This design comes from an exercise in tuning for small area, a short achievable clock period and few clock cycles per item on the open sky130 flow, not from production work.
In this exercise RTL edits were held to simulation tests only and were not proved equivalent to the original.
Power and IR drop assume default switching activity.

==> flow/design.v (excerpt) <==
module dns_query_echo_answer_builder_unit (
  input  logic        clk,
  input  logic        rst,
  input  logic        cfg_write,
  input  logic        cfg_index,
  input  logic [31:0] cfg_data,
  input  logic        in_valid,
  output logic        in_stall,
  input  logic [7:0]  query_byte,
  input  logic        query_last,
  input  logic        client_is_v6,
  input  logic [63:0] client_addr_hi,
  input  logic [63:0] client_addr_lo,
  output logic        out_valid,
  input  logic        out_stall,
  output logic [7:0]  reply_byte,
  output logic        reply_last,
  output logic        reply_error
);
Settings: LEC_CHECK=0, CAP_MARGIN=20, CORE_MARGIN=2, CORE_UTILIZATION=60, CTS_BUF_LIST=sky130_fd_sc_hd__clkbuf_16, CTS_CLUSTER_DIAMETER=80, CTS_CLUSTER_SIZE=30, SETUP_SLACK_MARGIN=3.7, SLEW_MARGIN=20; clock period 6.0 ns.
standard.sh (not shown) runs the stock make flow with config.mk's settings and CLKGATE_MAP_FILE= SYNTH_SCRIPT=/design/flow/synth_recipe.tcl, a recipe that flattens the netlist after the stock synthesis.
==> flow/flow/run.sh <==
#!/bin/bash
# The standard ORFS layout (the standard.sh), with two changes:
#  - plain buffers (buf_1, sized up later by repair) on the input and output
#    ports instead of the delay cell that buffer_ports picks by default;
#  - clock tree synthesis without dummy loads (same clustering and buffer
#    settings as config.mk).
# make's full output goes to flow_standard.log; ORFS keeps each step's log
# under orfs/logs/.
set -euo pipefail
export BUFFER_PORTS_ARGS="-buffer_cell sky130_fd_sc_hd__buf_1"
export CTS_ARGS="-sink_clustering_enable -repair_clock_nets -sink_clustering_size 30 -sink_clustering_max_diameter 80 -buf_list sky130_fd_sc_hd__clkbuf_16 -dont_use_dummy_load"
bash standard.sh finish > flow_standard.log 2>&1
Testbench counts at the start, summed over its fixed seeds: cycles 28,244, queries 512.
Rerun with:
==> flow/flow/run.sh (replaced) <==
#!/bin/bash
# Standard ORFS layout, with plain buffers (instead of the tool's default
# delay-cell pick) on the input and output ports, and no dummy clock loads.
set -euo pipefail
export BUFFER_PORTS_ARGS="-buffer_cell sky130_fd_sc_hd__buf_1"
export CTS_ARGS="-sink_clustering_enable -repair_clock_nets -sink_clustering_size 35 -sink_clustering_max_diameter 100 -buf_list sky130_fd_sc_hd__clkbuf_16 -dont_use_dummy_load"
bash standard.sh finish > flow_standard.log 2>&1
Settings changed: CTS_CLUSTER_DIAMETER 80 to 100, CTS_CLUSTER_SIZE 30 to 35.
The changed run completed with no timing, DRC or antenna violations; wire length falls slightly; fmax barely changes; via count barely changes; utilization falls by 0.23 points; sequential power stays flat; combinational power is about the same; global-route usage is about the same.
Rerun with:
==> flow/flow/run.sh (replaced) <==
#!/bin/bash
# The standard ORFS layout (the standard.sh), with two changes:
#  - plain buffers (buf_1, sized up later by repair) on the input and output
#    ports instead of the delay cell that buffer_ports picks by default;
#  - clock tree synthesis without dummy loads (same clustering and buffer
#    settings as config.mk).
# make's full output goes to flow_standard.log; ORFS keeps each step's log
# under orfs/logs/.
set -euo pipefail
export BUFFER_PORTS_ARGS="-buffer_cell sky130_fd_sc_hd__buf_1"
export CTS_ARGS="-sink_clustering_enable -repair_clock_nets -sink_clustering_size 30 -sink_clustering_max_diameter 80 -buf_list sky130_fd_sc_hd__clkbuf_16 -dont_use_dummy_load"
bash standard.sh finish > flow_standard.log 2>&1
Settings changed: CTS_CLUSTER_DIAMETER 100 to 80, CTS_CLUSTER_SIZE 35 to 30, PLACE_DENSITY set to 0.8, SETUP_SLACK_MARGIN 3.7 to 4.0, TNS_END_PERCENT set to 0.
- The new run produced a clean layout
- clock-buffer cell count is higher by 1
- cell count is higher by 0.56%
- combinational power is higher by about 5%
- total power is higher by 2.0%
- worst hold slack improved by 3.8 ps
Rerun with:
Settings changed: PLACE_DENSITY 0.8 to not set, SETUP_SLACK_MARGIN 4.0 to 3.4, TNS_END_PERCENT 0 to not set.
What happened: Global-route usage went up by 0.47 points. Cell area is lower by 1.9%. Worst hold slack is about the same. Die area does not change. Count of clock-buffer cells in the layout is unchanged. Worst setup slack is worse by 170 ps. Clock power goes down by about 0.7%.
Rerun with:
Settings changed: CORE_UTILIZATION 60 to 70, SETUP_SLACK_MARGIN 3.4 to 4.0, TNS_END_PERCENT set to 0.
The changed run completed with no timing, DRC or antenna violations.
Non-clock buffer count climbs by 5.
Worst hold slack got worse by 5.9 ps.
Critical path depth fell by 5.
Register-to-register slack improves by 230 ps.
Global-route usage increases by 4.5 points.
Final area went up by 1.7%.
Area after synthesis does not change.


Setup of yarrow:
dns_query_echo_answer_builder_unit again, from the RTL that the note above started with.
clock: 6.0 ns
lec_check: 0
cap_margin: 0
core_margin: 2
core_utilization: 66
cts_buf_list: sky130_fd_sc_hd__clkbuf_16
cts_cluster_diameter: 80
cts_cluster_size: 30
setup_slack_margin: 4.0
slew_margin: 0
tns_end_percent: 0
==> flow/flow/run.sh <==
#!/bin/bash
# The standard ORFS layout (the standard.sh), with two changes:
#  - plain buffers (buf_1, sized up later by repair) on the input and output
#    ports instead of the delay cell that buffer_ports picks by default;
#  - clock tree synthesis without dummy loads (same clustering and buffer
#    settings as config.mk).
# make's full output goes to flow_standard.log; ORFS keeps each step's log
# under orfs/logs/.
set -euo pipefail
export BUFFER_PORTS_ARGS="-buffer_cell sky130_fd_sc_hd__buf_1"
export CTS_ARGS="-sink_clustering_enable -repair_clock_nets -sink_clustering_size 30 -sink_clustering_max_diameter 80 -buf_list sky130_fd_sc_hd__clkbuf_16 -dont_use_dummy_load"
bash standard.sh finish > flow_standard.log 2>&1
yarrow went all the way through the flow, and no timing, DRC or antenna check failed.
Testbench counts of yarrow, summed over its fixed seeds: cycles 28,244, queries 512.
Relative to yarrow, the following input files were edited for maple:
- changing CAP_MARGIN from 0 to 20
- changing CORE_UTILIZATION from 66 to 60
- changing SLEW_MARGIN from 0 to 20
- In the metrics for maple and yarrow, the one carrying the higher proportion of power drawn by combinational gates is maple.
- The final non-filler cell area of maple was inferior to that of yarrow.
- Share of the cycle needed by the critical path after routing ends up higher on maple.
- Sort maple and yarrow by utilization desc -> top: yarrow
- Between maple and yarrow, it is maple whose maximum number of pins on one net before global-route repair is higher, by about 2.4%.
- When maple is measured against yarrow, its non-clock buffer share of cell area turns out 0.60 points higher.
- Comparing maple and yarrow, area added between synthesis and finish is lower on yarrow.
- From yarrow to maple the numbers moved as follows: worst-skew pair later-pin latency level; sequential share of layout area moved down; overall power of the completed layout moved up; placed wire-length estimate moved up.
Setup changes, maple to ember
- swapping 80 for 60 in CTS_CLUSTER_DIAMETER
- swapping sky130_fd_sc_hd__clkbuf_16 for sky130_fd_sc_hd__clkbuf_8 in CTS_BUF_LIST
- swapping 30 for 20 in CTS_CLUSTER_SIZE
diff --git a/flow/flow/run.sh b/flow/flow/run.sh
--- a/flow/flow/run.sh
+++ b/flow/flow/run.sh
@@ -9,4 +9,4 @@
 set -euo pipefail
 export BUFFER_PORTS_ARGS="-buffer_cell sky130_fd_sc_hd__buf_1"
-export CTS_ARGS="-sink_clustering_enable -repair_clock_nets -sink_clustering_size 30 -sink_clustering_max_diameter 80 -buf_list sky130_fd_sc_hd__clkbuf_16 -dont_use_dummy_load"
+export CTS_ARGS="-sink_clustering_enable -repair_clock_nets -sink_clustering_size 20 -sink_clustering_max_diameter 60 -buf_list sky130_fd_sc_hd__clkbuf_8 -dont_use_dummy_load"
 bash standard.sh finish > flow_standard.log 2>&1
Findings:
- ember against maple: iteration count of the initial detailed-routing pass increased 2; power decreased 4.0%.
- [ember] layout clock buffer count rose 4 relative to maple
- Compared with maple, ember shows a relative contribution of combinational cells to total power that is 0.6 points higher.
- Per the comparison of ember with maple, overall routed net length lost 0.30%; power share of the clock group lost 2.6 points.
- ember has completed all stages; timing, DRC and antenna checks passed.
Setup changes, ember to raven
- a change of CTS_CLUSTER_SIZE from 20 to 30
- a change of CORE_UTILIZATION from 60 to 66
- a change of CTS_CLUSTER_DIAMETER from 60 to 80
- a change of CTS_BUF_LIST from sky130_fd_sc_hd__clkbuf_8 to sky130_fd_sc_hd__clkbuf_16
diff --git a/flow/flow/run.sh b/flow/flow/run.sh
--- a/flow/flow/run.sh
+++ b/flow/flow/run.sh
@@ -9,4 +9,4 @@
 set -euo pipefail
 export BUFFER_PORTS_ARGS="-buffer_cell sky130_fd_sc_hd__buf_1"
-export CTS_ARGS="-sink_clustering_enable -repair_clock_nets -sink_clustering_size 20 -sink_clustering_max_diameter 60 -buf_list sky130_fd_sc_hd__clkbuf_8 -dont_use_dummy_load"
+export CTS_ARGS="-sink_clustering_enable -repair_clock_nets -sink_clustering_size 30 -sink_clustering_max_diameter 80 -buf_list sky130_fd_sc_hd__clkbuf_16 -dont_use_dummy_load"
 bash standard.sh finish > flow_standard.log 2>&1
==> summary.txt <==
Having completed the whole flow, raven delivered a layout that passed the timing, design-rule and antenna checks.
Comparing raven and ember, post-detailed-placement half-perimeter wirelength is lower on raven.
Summary of raven over ember: headroom to the max-slew limit moved down, number of combinational gates with multiple inputs ~0 delta.
| design area | raven vs ember | worse |
raven vs ember, total wirelength of the detailed-routed design went down by 4.0%.
On power in combinational cells, raven and ember are neck and neck.
In the flow results for raven and ember, the final-layout clock buffer total is larger on ember.
On count of non-filler cells in the finished layout: raven sits below ember.
From raven to ember, xor-xnor portion of the synthesized cell area did not move at all.

-- static timing again, ports no longer ideal --
The flow's constraints put no driver on any port. The routed layouts listed below were extracted and timed again, unchanged, in two steps.
Step 1: set_driving_cell puts a clkbuf_16 on clk and a buf_2 on each other input, an assumption about the parent block.
Step 2 times the ports against the registers' clock, not the clock port: input delays grow and output delays shrink by t, the midpoint of the rising clock arrivals with the driver on.
Slacks: ideal ports / drivers / drivers and shift; pairs: ideal ports / drivers.
| run | shift t [ns] | setup slack, ns | hold slack, ns | latest minus earliest clock arrival (ns) | worst slew at a driven data input, ns |
|---|---|---|---|---|---|
| the first run of note 1 | 0.506 | 3.677 / 3.633 / 3.190 | 0.465 / 0.465 / 0.465 | 0.035 / 0.035 | 0.06 |
| the second run of note 1 | 0.511 | 3.682 / 3.664 / 3.185 | 0.459 / 0.459 / 0.459 | 0.045 / 0.044 | 0.06 |
| the third run of note 1 | 0.516 | 3.709 / 3.667 / 3.240 | 0.462 / 0.462 / 0.462 | 0.049 / 0.049 | 0.06 |
| the fourth run of note 1 | 0.510 | 3.535 / 3.538 / 3.045 | 0.460 / 0.460 / 0.460 | 0.031 / 0.031 | 0.06 |
| the fifth run of note 1 | 0.502 | 3.750 / 3.706 / 3.284 | 0.454 / 0.454 / 0.454 | 0.038 / 0.038 | 0.06 |
| yarrow | 0.514 | 3.742 / 3.701 / 3.323 | 0.460 / 0.460 / 0.460 | 0.065 / 0.065 | 0.06 |
| maple | 0.516 | 3.723 / 3.676 / 3.268 | 0.462 / 0.462 / 0.462 | 0.048 / 0.049 | 0.06 |
| ember | 0.553 | 3.681 / 3.640 / 3.196 | 0.467 / 0.467 / 0.467 | 0.046 / 0.046 | 0.06 |
| raven | 0.513 | 3.753 / 3.711 / 3.326 | 0.460 / 0.460 / 0.460 | 0.067 / 0.066 | 0.06 |
After both steps every run listed still meets setup and hold. The setup slack of the second run of note 1, which loses most, moves by -0.018 ns with the drivers and by -0.497 ns with both steps.
